What follows belongs to an exercise in optimizing a design on an open flow for small area, a short achievable clock period and few clock cycles per item; a production flow would make more cautious choices. The RTL was checked by simulation tests, not by an equivalence proof against the original design. Power is estimated from default activity; no workload was simulated.

--- config.mk ---
export PLATFORM = sky130hd
export DESIGN_NAME = aging_sighting_table
export DESIGN_NICKNAME = aging_sighting_table
export VERILOG_FILES = /design/flow/design.v
export SDC_FILE = /design/flow/constraint.sdc
export NUM_CORES = 4
export LEC_CHECK = 0
export CAP_MARGIN = 20
export CORE_MARGIN = 2
export CORE_UTILIZATION = 40
export SLEW_MARGIN = 20
--- design.v ---
`timescale 1ns / 1ps
`default_nettype none
package ast_pkg;
  localparam int unsigned ACT_W    = 2;
  localparam int unsigned ID_W     = 16;
  localparam int unsigned STATUS_W = 2;
  localparam int unsigned EVICT_W  = 7;
  localparam int unsigned AGE_W    = 8;
  localparam int unsigned TABLE_DEPTH_DEF = 32;
  localparam logic [AGE_W-1:0] AGE_LIMIT_RST = 8'd10;
  typedef enum logic [ACT_W-1:0] {
    ACT_REFRESH = 2'd0,
    ACT_TICK    = 2'd1,
    ACT_LIST    = 2'd2,
    ACT_CLEAR   = 2'd3
  } action_e;
  typedef enum logic [STATUS_W-1:0] {
    ST_REFRESHED = 2'd0,
    ST_INSERTED  = 2'd1,
    ST_DROPPED   = 2'd2,
    ST_DONE      = 2'd3
  } status_e;
  typedef struct packed {
    status_e            status;
    logic [ID_W-1:0]    out_id;
    logic               out_kind;
    logic               item_valid;
    logic [EVICT_W-1:0] evicted_count;
    logic               last;
  } res_t;
endpackage
`default_nettype wire
`timescale 1ns / 1ps
`default_nettype none
import ast_pkg::*;
module ast_engine #(
  parameter int unsigned TABLE_DEPTH = TABLE_DEPTH_DEF
) (
  input  wire logic             clk_i,
  input  wire logic             rst_ni,
  input  wire logic             fire_i,
  input  wire logic [ACT_W-1:0] action_i,
  input  wire logic [ID_W-1:0]  entity_id_i,
  input  wire logic             entity_kind_i,
  input  wire logic [AGE_W-1:0] age_limit_i,
  output logic                  done_o,
  output ast_pkg::res_t         res_o
);
  localparam int unsigned D = TABLE_DEPTH;
  logic [D-1:0]     used_q;
  logic [ID_W-1:0]  key_q  [D];
  logic [D-1:0]     kind_q;
  logic [AGE_W-1:0] age_q  [D];
  logic             lbusy_q;
  logic [D-1:0]     listed_q;
  logic is_ref, is_tick, is_list, is_clear;
  assign is_ref   = (action_i == ACT_REFRESH);
  assign is_tick  = (action_i == ACT_TICK);
  assign is_list  = (action_i == ACT_LIST);
  assign is_clear = (action_i == ACT_CLEAR);
  logic [D-1:0] hit, kmatch, evict, lmatch, lfirst, ffree;
  logic         hit_any, full, lany, lmore;
  logic [ID_W-1:0] lkey;
  logic [EVICT_W-1:0] evict_cnt;
  always_comb begin
    for (int i = 0; i < D; i++) begin
      kmatch[i] = (kind_q[i] == entity_kind_i);
      hit[i]    = used_q[i] && kmatch[i] && (key_q[i] == entity_id_i);
      evict[i]  = used_q[i] && (age_q[i] >= age_limit_i);
      lmatch[i] = used_q[i] && kmatch[i] && !(lbusy_q && listed_q[i]);
    end
  end
  assign hit_any = |hit;
  assign full    = &used_q;
  assign ffree   = ~used_q & (used_q + D'(1));    
  assign lfirst  = lmatch & (~lmatch + D'(1));   
  assign lany    = |lmatch;
  assign lmore   = |(lmatch & ~lfirst);
  always_comb begin
    lkey = '0;
    for (int i = 0; i < D; i++) begin
      lkey = lkey | (key_q[i] & {ID_W{lfirst[i]}});
    end
  end
  always_comb begin
    evict_cnt = '0;
    for (int i = 0; i < D; i++) begin
      evict_cnt = evict_cnt + EVICT_W'(evict[i]);
    end
  end
  assign done_o = !is_list || !lmore;
  always_comb begin
    res_o.status        = ST_DONE;
    res_o.out_id        = '0;
    res_o.out_kind      = 1'b0;
    res_o.item_valid    = 1'b0;
    res_o.evicted_count = '0;
    res_o.last          = 1'b1;
    case (action_i)
      ACT_REFRESH: begin
        res_o.status = hit_any ? ST_REFRESHED : (full ? ST_DROPPED : ST_INSERTED);
      end
      ACT_TICK: begin
        res_o.evicted_count = evict_cnt;
      end
      ACT_LIST: begin
        res_o.out_id     = lkey;
        res_o.out_kind   = lany && entity_kind_i;
        res_o.item_valid = lany;
        res_o.last       = !lmore;
      end
      default: begin
      end
    endcase
  end
  logic [D-1:0] used_d;
  always_comb begin
    used_d = used_q;
    if (fire_i) begin
      if (is_ref && !hit_any) used_d = used_q | ffree;
      if (is_tick)            used_d = used_q & ~evict;
      if (is_clear)           used_d = '0;
    end
  end
  always_ff @(posedge clk_i or negedge rst_ni) begin
    if (!rst_ni) begin
      used_q  <= '0;
      lbusy_q <= 1'b0;
    end else begin
      used_q <= used_d;
      if (fire_i && is_list) begin
        lbusy_q <= lmore;
      end
    end
  end
  always_ff @(posedge clk_i) begin
    if (fire_i && is_list) begin
      listed_q <= (lbusy_q ? listed_q : '0) | lfirst;
    end
  end
  for (genvar i = 0; i < D; i++) begin : g_slot
    always_ff @(posedge clk_i) begin
      if (fire_i && is_ref && ffree[i]) begin
        key_q[i]  <= entity_id_i;
        kind_q[i] <= entity_kind_i;
      end
      if (fire_i && ((is_ref && (hit[i] || ffree[i])) || is_tick)) begin
        age_q[i] <= is_tick ? age_q[i] + AGE_W'(1) : '0;
      end
    end
  end
endmodule
`default_nettype wire
`timescale 1ns / 1ps
`default_nettype none
import ast_pkg::*;
module aging_sighting_table #(
  parameter int unsigned TABLE_DEPTH = TABLE_DEPTH_DEF
) (
  input  wire logic                clk_i,
  input  wire logic                rst_ni,
  input  wire logic                in_valid_i,
  output logic                     in_ready_o,
  input  wire logic [ACT_W-1:0]    in_action_i,
  input  wire logic [ID_W-1:0]     in_entity_id_i,
  input  wire logic                in_entity_kind_i,
  output logic                     out_valid_o,
  input  wire logic                out_ready_i,
  output logic [STATUS_W-1:0]      out_status_o,
  output logic [ID_W-1:0]          out_id_o,
  output logic                     out_kind_o,
  output logic                     out_item_valid_o,
  output logic [EVICT_W-1:0]       out_evicted_count_o,
  output logic                     out_last_o,
  input  wire logic                cfg_valid_i,
  output logic                     cfg_ready_o,
  input  wire logic [AGE_W-1:0]    cfg_age_limit_i
);
  logic [AGE_W-1:0] age_limit_q;
  assign cfg_ready_o = 1'b1;
  always_ff @(posedge clk_i or negedge rst_ni) begin
    if (!rst_ni) begin
      age_limit_q <= AGE_LIMIT_RST;
    end else if (cfg_valid_i) begin
      age_limit_q <= cfg_age_limit_i;
    end
  end
  logic             main_v_q, skid_v_q;
  logic [ACT_W-1:0] main_act_q, skid_act_q;
  logic [ID_W-1:0]  main_id_q, skid_id_q;
  logic             main_kind_q, skid_kind_q;
  logic             in_fire, main_free, fire, done;
  logic             out_valid_q;
  ast_pkg::res_t    out_q, res;
  assign in_ready_o = !skid_v_q;
  assign in_fire    = in_valid_i && !skid_v_q;
  assign fire       = main_v_q && (!out_valid_q || out_ready_i);
  assign main_free  = !main_v_q || (fire && done);
  always_ff @(posedge clk_i or negedge rst_ni) begin
    if (!rst_ni) begin
      main_v_q <= 1'b0;
      skid_v_q <= 1'b0;
    end else begin
      if (main_free) begin
        main_v_q <= skid_v_q || in_fire;
      end
      if (skid_v_q) begin
        skid_v_q <= !main_free;
      end else begin
        skid_v_q <= in_fire && !main_free;
      end
    end
  end
  always_ff @(posedge clk_i) begin
    if (main_free) begin
      main_act_q  <= skid_v_q ? skid_act_q  : in_action_i;
      main_id_q   <= skid_v_q ? skid_id_q   : in_entity_id_i;
      main_kind_q <= skid_v_q ? skid_kind_q : in_entity_kind_i;
    end
    if (!skid_v_q) begin
      skid_act_q  <= in_action_i;
      skid_id_q   <= in_entity_id_i;
      skid_kind_q <= in_entity_kind_i;
    end
  end
  ast_engine #(
    .TABLE_DEPTH(TABLE_DEPTH)
  ) u_engine (
    .clk_i        (clk_i),
    .rst_ni       (rst_ni),
    .fire_i       (fire),
    .action_i     (main_act_q),
    .entity_id_i  (main_id_q),
    .entity_kind_i(main_kind_q),
    .age_limit_i  (age_limit_q),
    .done_o       (done),
    .res_o        (res)
  );
  always_ff @(posedge clk_i or negedge rst_ni) begin
    if (!rst_ni) begin
      out_valid_q <= 1'b0;
    end else if (fire) begin
      out_valid_q <= 1'b1;
    end else if (out_ready_i) begin
      out_valid_q <= 1'b0;
    end
  end
  always_ff @(posedge clk_i) begin
    if (fire) begin
      out_q <= res;
    end
  end
  assign out_valid_o         = out_valid_q;
  assign out_status_o        = out_q.status;
  assign out_id_o            = out_q.out_id;
  assign out_kind_o          = out_q.out_kind;
  assign out_item_valid_o    = out_q.item_valid;
  assign out_evicted_count_o = out_q.evicted_count;
  assign out_last_o          = out_q.last;
endmodule
`default_nettype wire
--- run.sh ---
#!/bin/bash
# synth_recipe.tcl (not shown) runs the flow's synth.tcl, then flattens the netlist and writes it again
# the make line also repeats each setting of config.mk as NAME=value (left out here)
make -C /OpenROAD-flow-scripts/flow DESIGN_CONFIG=/design/flow/config.mk WORK_HOME=/design/flow/orfs CLKGATE_MAP_FILE= SYNTH_SCRIPT=/design/flow/synth_recipe.tcl finish
--- constraint.sdc ---
create_clock -name core_clock -period 8.0 [get_ports {clk_i}]
set_input_delay 1.6000 -clock core_clock [delete_from_list [all_inputs] [get_ports {clk_i}]]
set_output_delay 1.6000 -clock core_clock [all_outputs]
set_load 0.01 [all_outputs]
==> notes.md <==
==> sequential cells by signal (all words and copies together), names as in the netlist, 2 cells and up <==
| name | count |
|---|---|
| age_limit_q | 8 |
| main_act_q | 2 |
| main_id_q | 16 |
| out_q | 27 |
| skid_act_q | 2 |
| skid_id_q | 16 |
| u_engine.age_q | 256 |
| u_engine.key_q | 512 |
| u_engine.kind_q | 32 |
| u_engine.listed_q | 32 |
| u_engine.used_q | 32 |
==> where the power goes <==
group	switching, mW	leakage [nW]	internal, mW
registers	0.148	8.79	5.68
logic	1.51	10.1	0.760
clock network	2.07	1.70	2.80
==> cell type report <==
cell class	count	area (um^2)	area share
Timing Repair Buffer	177	1654	0.02865
Multi-Input combinational cell	3017	22420	0.3884
Antenna cell	1	2.502	0.00004334
Sequential cell	941	27850	0.4824
Tap cell	1662	2079	0.03602
Inverter	70	262.8	0.004551
Clock inverter	50	541.8	0.009383
Clock buffer	140	2922	0.05060
==> metrics by stage <==
step                cell area [um^2]  utilization  worst slack, ns  power, mW
detailed placement             54270       0.4261           0.4675      8.190
floorplan                      51290            -           0.3997      7.353
global placement               54230       0.4258           0.5747      8.155
global route                   57740       0.4533           0.1484      13.43
finish                         57740       0.4534           0.4736      12.97
CTS                            57730       0.4533           0.4855      13.05
==> cells in the mapped netlist, types with 69 or more instances <==
cell	number	area share
a21o_1	107	0.016
and3_1	80	0.0098
nor2_1	347	0.025
xnor2_1	244	0.042
nand2_1	171	0.013
edfxtp_1	878	0.51
inv_1	69	0.0050
nand4_1	70	0.0085
nand3_1	223	0.022
buf_2	79	0.0077
nor4_1	113	0.014
clkbuf_1	99	0.0072
ha_1	296	0.072
xor2_1	495	0.085
a21oi_1	88	0.0086
nor3_1	116	0.011
==> worst paths after layout <==
kind / from / end / slack [ns] / depth (start not counted)
max: age_limit_q[1] / out_q[5] / 0.47 / 24
max in group asynchronous: rst_ni / age_limit_q[0] / 6.31 / 2
min in group asynchronous: rst_ni / out_valid_q / 1.01 / 2
max reg2reg: age_limit_q[1] / out_q[5] / 0.47 / 24
min: skid_id_q[12] / skid_id_q[12] / 0.47 / 1
min reg2reg: skid_id_q[12] / skid_id_q[12] / 0.47 / 1
==> layer usage <==
metal / up-vias / track usage / wire length, um
li1: 15935 / - / -
met1: 17703 / 0.3322 / 67890
met2: 1441 / 0.3505 / 68220
met3: 226 / 0.03489 / 11620
met4: 0 / 0.06479 / 4444
met5: - / 0 / 0
==> placed cells by master, fill, tap and decap left out, types with 80 or more instances in the layout <==
cell and instances:
a21o_1 107, xor2_1 495, edfxtp_1 878, ha_1 296, xnor2_1 244, nand2_1 170, nor2_1 343, buf_4 102
and3_1 80, nor4_1 108, nor3_1 95, a21oi_1 87, nand3_1 223, clkbuf_16 107
==> cell families (layout without fill, tap and decap cells) <==
family / Yosys count / in the layout / synth area share
AO/OA/AOI/OAI: 619 / 619 / 0.09024
adder cells (fa/ha/maj): 321 / 321 / 0.08177
multiplexers: 21 / 21 / 0.004586
flip-flops: 941 / 941 / 0.5430
XOR/XNOR: 739 / 739 / 0.1262
AND/OR/NAND/NOR: 1315 / 1315 / 0.1306
other: 2 / 3 / 0.0001464
buffers and inverters: 272 / 437 / 0.02349
==> critical path, stage by stage, from the launching register on <==
cell,delay (ns)
dfstp_2,0.52
inv_2,0.03
buf_4,0.24
ha_1,0.34
a21o_1,0.15
a21o_1,0.17
a21o_1,0.17
a21o_1,0.17
a2111oi_0,0.47
nor3_1,0.19
and2_1,0.21
fa_1,0.48
inv_1,0.05
fa_1,0.49
fa_1,0.52
fa_1,0.52
fa_1,0.55
inv_1,0.06
fa_1,0.50
fa_1,0.47
fa_1,0.43
a21o_1,0.18
a21oi_1,0.16
xor2_1,0.16
nor2_1,0.05
==> impl_metrics.json <==
{
  "antenna_found_initial": 2,
  "cp_data_arrival_time_ns": 7.97,
  "placed_cells": 5867,
  "cts_setup_buffers": 0,
  "start_util": 0.4027,
  "hold_viol": 0,
  "grt_use_total": 0.2277,
  "dr.pass1.iters": 9,
  "tightest_slew_ns": 1.208,
  "ys_seq_area_frac": 0.5430,
  "clkSinkCount": 941,
  "worst_ep_required_time_ns": 8.45,
  "synth_edf_count": 878,
  "postCtsResizedCells": 0,
  "maxSlewViolCount": 0,
  "post_drt_wl_per_cell_um": 25.12,
  "grt_pass1_wl_um": 225900,
  "clk_pin_slew_worst_paths_ns": 0.06,
  "max_freq_mhz": 132.9,
  "viasPerCell": 5.828,
  "overflow": 0,
  "routabilityCongestion": 0.9134,
  "row_count": 131,
  "setup_tns_ns": 0,
  "worst_hold_slack_ns": 0.4710,
  "synthCells": 4230,
  "port_buffers": 60,
  "end_kind": "flip-flop",
  "period_minus_slack_ns": 7.526,
  "p_leak_nw": 20.60,
  "die_area_um2": 131100,
  "wl_um": 152200,
  "rsz0062_at_grt": "false",
  "htreeDepth": 3,
  "drc_errors": 0,
  "cellPowerDensity_nw_per_um2": 224.7,
  "chipHeight_um": 362.1,
  "fp.dieW_um": 362.1,
  "status": "timing/DRC/antenna clean",
  "post-route-period-util": 0.9408,
  "peakVddDrop_mv": 0.2011,
  "cts_tree": "yes",
  "maxSlewHeadroom": 0.1874,
  "synthDistinctLibCells": 88,
  "clk_latency_ns": 0.76,
  "grt_pass1_vias": 33650,
  "hold_path.class": "flip-flop to flip-flop",
  "cts_buffer_depth": 3,
  "ys_warn_count": 4,
  "nFillCells": 11485,
  "syn_area_um2": 51290,
  "async_flop_share": 0.04676,
  "fin_skew_ns": 0.07215,
  "vias": 35305,
  "root_buffer": "clkbuf_16",
  "grt_max_degree": 81,
  "design.core.area_um2": 127400,
  "numCtsBuffers": 102,
  "drive_gt1_frac": 0.08669,
  "synth_top_flop_cell": "edfxtp_1",
  "ys_seq_elements": 941,
  "drv.max_cap_violation_count": 0,
  "drtAntennaViolNets": 0,
  "final_cells": 6058,
  "setup_violations": 0,
  "crit_fanout": 19,
  "worst_setup_path_start_kind": "flip-flop",
  "dp_hpwl_um": 104900,
  "critical_path_class": "flip-flop to flip-flop",
  "fin_nets": 4661,
  "postCtsHoldBufs": 0,
  "synth_nets": 4582,
  "drtIter0Drc": 4266,
  "pin_count": 63,
  "syn2layout_area_growth_pct": 12.58,
  "avgSynthCellArea_um2": 12.12
}
Testbench counts, summed over its fixed seeds: cycles 8,405, items 4,800.

[afterwards: timing with drivers on the ports]
The flow's constraints put no driver on any port. The routed layout listed below was extracted and timed again, unchanged, in two steps. Step 1 sets driving cells, clkbuf_16 on the clock port and buf_2 on the other inputs (assumed; they add their load-dependent delay and slew). Step 2, shift: input delay + t, output delay - t, t = (earliest + latest rising clock arrival at the registers) / 2. This alone moves slack from input paths to output paths. a / b / c = ideal / step 1 / step 2; a / b = the first two.
t, ns: 0.797
setup slack, ns: 0.474 / 0.474 / 0.474
worst hold slack (ns): 0.471 / 0.471 / 0.471
clock arrival spread, ns: 0.075 / 0.075
After both steps setup and hold are still met in this run. For this run, drivers alone change the setup slack by 0.000 ns; drivers and shift together by 0.000 ns.
